Background: an optimization exercise with open tools, aiming at small area, a short achievable clock period and few clock cycles per item. Do not read the settings as production practice.
The RTL was checked by simulation tests, not by an equivalence proof against the original design.

==> v9 <==
// aes_dec_top
module aes_dec_top (
    input  logic        clk,
    input  logic        rst_n,
    input  logic        avs_read_i,
    input  logic        avs_write_i,
    input  logic [3:0]  avs_address_i,
    input  logic [31:0] avs_writedata_i,
    output logic [31:0] avs_readdata_o,
    output logic        avs_waitrequest_o
);
clock: 9.0 ns
lec_check: 0
cap_margin: 20
core_margin: 2
core_utilization: 30
slew_margin: 20
run.sh (not shown) runs the stock make flow with config.mk's settings and CLKGATE_MAP_FILE= SYNTH_SCRIPT=/design/flow/synth_recipe.tcl, a recipe that flattens the netlist after the stock synthesis.
==> inputs of v19, as changes to v9 <==
--- a/flow/design.v
+++ b/flow/design.v
@@ -264,73 +264,82 @@
         logic [7:0] t, u;
         t = {x[5] ^ x[7], x[1] ^ x[2] ^ x[3] ^ x[4] ^ x[5] ^ x[6], x[1] ^ x[4] ^ x[6] ^ x[7], x[2] ^ x[3] ^ x[4] ^ x[6] ^ x[7], x[1] ^ x[2] ^ x[6] ^ x[7], x[3] ^ x[4] ^ x[6], x[1] ^ x[3], x[0] ^ x[1] ^ x[2] ^ x[3] ^ x[7]};
         u = g256inv(t);
         sbox = {u[2] ^ u[7], ~(u[4] ^ u[7]), ~(u[2] ^ u[3] ^ u[7]), u[0] ^ u[2] ^ u[3] ^ u[4] ^ u[5], u[0], u[0] ^ u[1] ^ u[2] ^ u[3] ^ u[4], ~(u[0] ^ u[1] ^ u[3] ^ u[7]), ~(u[0] ^ u[6])};
     endfunction
     localparam logic [3:0] LAST_IDX = 4'(10);
     logic [127:0] rk_q;      
     logic [3:0]   idx_q;
-    logic         walk;      
     logic         back;      
+    logic [3:0]   rc_idx;
     logic [7:0]   rcon;
+    logic [127:0] src;
     logic [31:0]  sub_in;
     logic [31:0]  rot_sub;
     logic [31:0]  w0;
+    logic [31:0]  w1;
+    logic [31:0]  w2;
+    logic [31:0]  w3;
     logic [127:0] fwd_key;
     logic [127:0] bwd_key;
-    assign walk = !decrypt_busy_i && (idx_q != LAST_IDX);
-    assign back = !walk;
+    assign back   = decrypt_start_i || decrypt_busy_i;
+    assign rc_idx = expand_start_i ? 4'd1 : (back ? idx_q : idx_q + 4'd1);
     always_comb begin
-        case (back ? idx_q : idx_q + 4'd1)
+        case (rc_idx)
             4'd1:    rcon = 8'h01;
             4'd2:    rcon = 8'h02;
             4'd3:    rcon = 8'h04;
             4'd4:    rcon = 8'h08;
             4'd5:    rcon = 8'h10;
             4'd6:    rcon = 8'h20;
             4'd7:    rcon = 8'h40;
             4'd8:    rcon = 8'h80;
             4'd9:    rcon = 8'h1b;
             4'd10:   rcon = 8'h36;
             default: rcon = 8'h00;
         endcase
     end
-    assign sub_in = back ? (rk_q[31:0] ^ rk_q[63:32]) : rk_q[31:0];
+    assign src    = expand_start_i ? cipher_key_i : rk_q;
+    assign sub_in = back ? (rk_q[31:0] ^ rk_q[63:32]) : src[31:0];
     always_comb begin
         for (int i = 0; i < 4; i++) begin
             rot_sub[8*i +: 8] = sbox(sub_in[8*((i+3)%4) +: 8]);
         end
     end
-    assign w0      = rk_q[127:96] ^ rot_sub ^ {rcon, 24'h000000};
-    assign fwd_key = {w0,
-                      rk_q[95:64] ^ w0,
-                      rk_q[95:64] ^ rk_q[63:32] ^ w0,
-                      rk_q[95:64] ^ rk_q[31:0] ^ w0 ^ rk_q[63:32]};
-    assign bwd_key = {w0,
+    assign w0 = src[127:96] ^ rot_sub ^ {rcon, 24'h000000};
+    assign w1 = src[95:64] ^ w0;
+    assign w2 = src[63:32] ^ w1;
+    assign w3 = src[31:0] ^ w2;
+    assign fwd_key = {w0, w1, w2, w3};
+    assign bwd_key = {rk_q[127:96] ^ rot_sub ^ {rcon, 24'h000000},
                       rk_q[127:96] ^ rk_q[95:64],
                       rk_q[95:64] ^ rk_q[63:32],
                       rk_q[63:32] ^ rk_q[31:0]};
     always_ff @(posedge clk) begin
         if (!rst_n) begin
             idx_q <= LAST_IDX;
         end else if (expand_start_i) begin
-            idx_q <= 4'd0;
-        end else if (decrypt_start_i || (decrypt_busy_i && idx_q != 4'd1)) begin
-            idx_q <= idx_q - 4'd1;
-        end else if (walk) begin
+            idx_q <= 4'd1;
+        end else if (back) begin
+            if (idx_q != 4'd1) begin
+                idx_q <= idx_q - 4'd1;
+            end
+        end else if (idx_q != LAST_IDX) begin
             idx_q <= idx_q + 4'd1;
         end
     end
     always_ff @(posedge clk) begin
         if (expand_start_i) begin
-            rk_q <= cipher_key_i;
-        end else if (decrypt_start_i || (decrypt_busy_i && idx_q != 4'd1)) begin
-            rk_q <= bwd_key;
-        end else if (walk) begin
+            rk_q <= fwd_key;
+        end else if (back) begin
+            if (idx_q != 4'd1) begin
+                rk_q <= bwd_key;
+            end
+        end else if (idx_q != LAST_IDX) begin
             rk_q <= fwd_key;
         end
     end
     assign key_ready_o  = (idx_q == LAST_IDX) && !decrypt_busy_i;
     assign last_round_o = (idx_q == 4'd1);
     assign whiten_key_o = rk_q;
     assign round_key_o  = bwd_key;
 endmodule
@@ -449,17 +458,17 @@
                 n3 = (r + 3) % 4;
                 res[8*(15-(4*c+r)) +: 8] =
                     (x8[r] ^ x4[r] ^ x2[r]) ^ (x8[n1] ^ x2[n1] ^ a[n1]) ^
                     (x8[n2] ^ x4[n2] ^ a[n2]) ^ (x8[n3] ^ a[n3]);
             end
         end
         inv_mix_columns = res;
     endfunction
-    assign sub_in = busy_q ? inv_mix_columns(state_q) : (ciphertext_i ^ whiten_key_i);
+    assign sub_in = decrypt_start_i ? (ciphertext_i ^ whiten_key_i) : inv_mix_columns(state_q);
     assign nxt    = inv_shift_sub(sub_in) ^ round_key_i;
     always_ff @(posedge clk) begin
         if (!rst_n) begin
             busy_q <= 1'b0;
         end else if (decrypt_start_i) begin
             busy_q <= 1'b1;
         end else if (last_round_i) begin
             busy_q <= 1'b0;
==> out/results.tsv <==
stage	metric	value	unit
run_status	outcome	timing/DRC/antenna clean	
floorplanning	initial core utilization	30.1	%
sta	post-layout minimum cycle time	8790	ps
sta	maximum clock frequency	114	MHz
drt	wire length on met3	22.2	mm
finish	antenna diode instance count	9	
critical_path	type of element launching the critical path	primary input	
cts	clock buffer count from CTS	67	
The numbers above come from v19.

==> out/results.tsv <==
stage	metric	value	unit
critical_path	length in cells of the worst reg-to-reg path	20	
critical_path	type of element launching the critical path	flop	
floorplanning	initial core utilization	30.3	%
run_status	outcome	timing/DRC/antenna clean	
cts	clock buffer count from CTS	58	
sta	Finish-stage setup viols	0	
sta	worst slew slack as a fraction of its limit	20.1	%
critical_path	Most common cell on crit path	sky130_fd_sc_hd__xnor2_1	
drt	wire length on met3	17.4	mm
sta	post-layout minimum cycle time	8710	ps
The numbers above come from v9.

Testbench counts of v9, summed over its fixed seeds: cycles 18,925, blocks 895.
Testbench counts of v19, summed over its fixed seeds: cycles 18,733, blocks 895.

-- re-timing with driven ports --
The flow's constraints put no driver on any port. The routed layouts listed below were extracted and timed again, unchanged, in two steps.
Step 1 assumes that a clkbuf_16 drives the clock port and a buf_2 every other input.
Step 2 moves the port delays by t, midway between the first and last clock arrival at a register: inputs arrive t later, outputs are due t later. That takes back most of the time a late clock gives input paths.
a / b / c = ideal ports / drivers / drivers and shift; a / b = the first two.
run	t (ns)	setup WS [ns]	worst setup path after step 2	latest minus earliest clock arrival (ns)	worst data-port slew with drivers (ns)
v9	0.732	0.286 / 0.286 / 0.286	register to register	0.027 / 0.027	0.14
v19	0.712	0.207 / 0.263 / -0.449	input to register	0.027 / 0.026	0.17
Met with ideal ports but missed after step 2: setup timing in v19. For v19, which loses most, drivers alone change the setup slack by +0.056 ns; drivers and shift together by -0.656 ns.
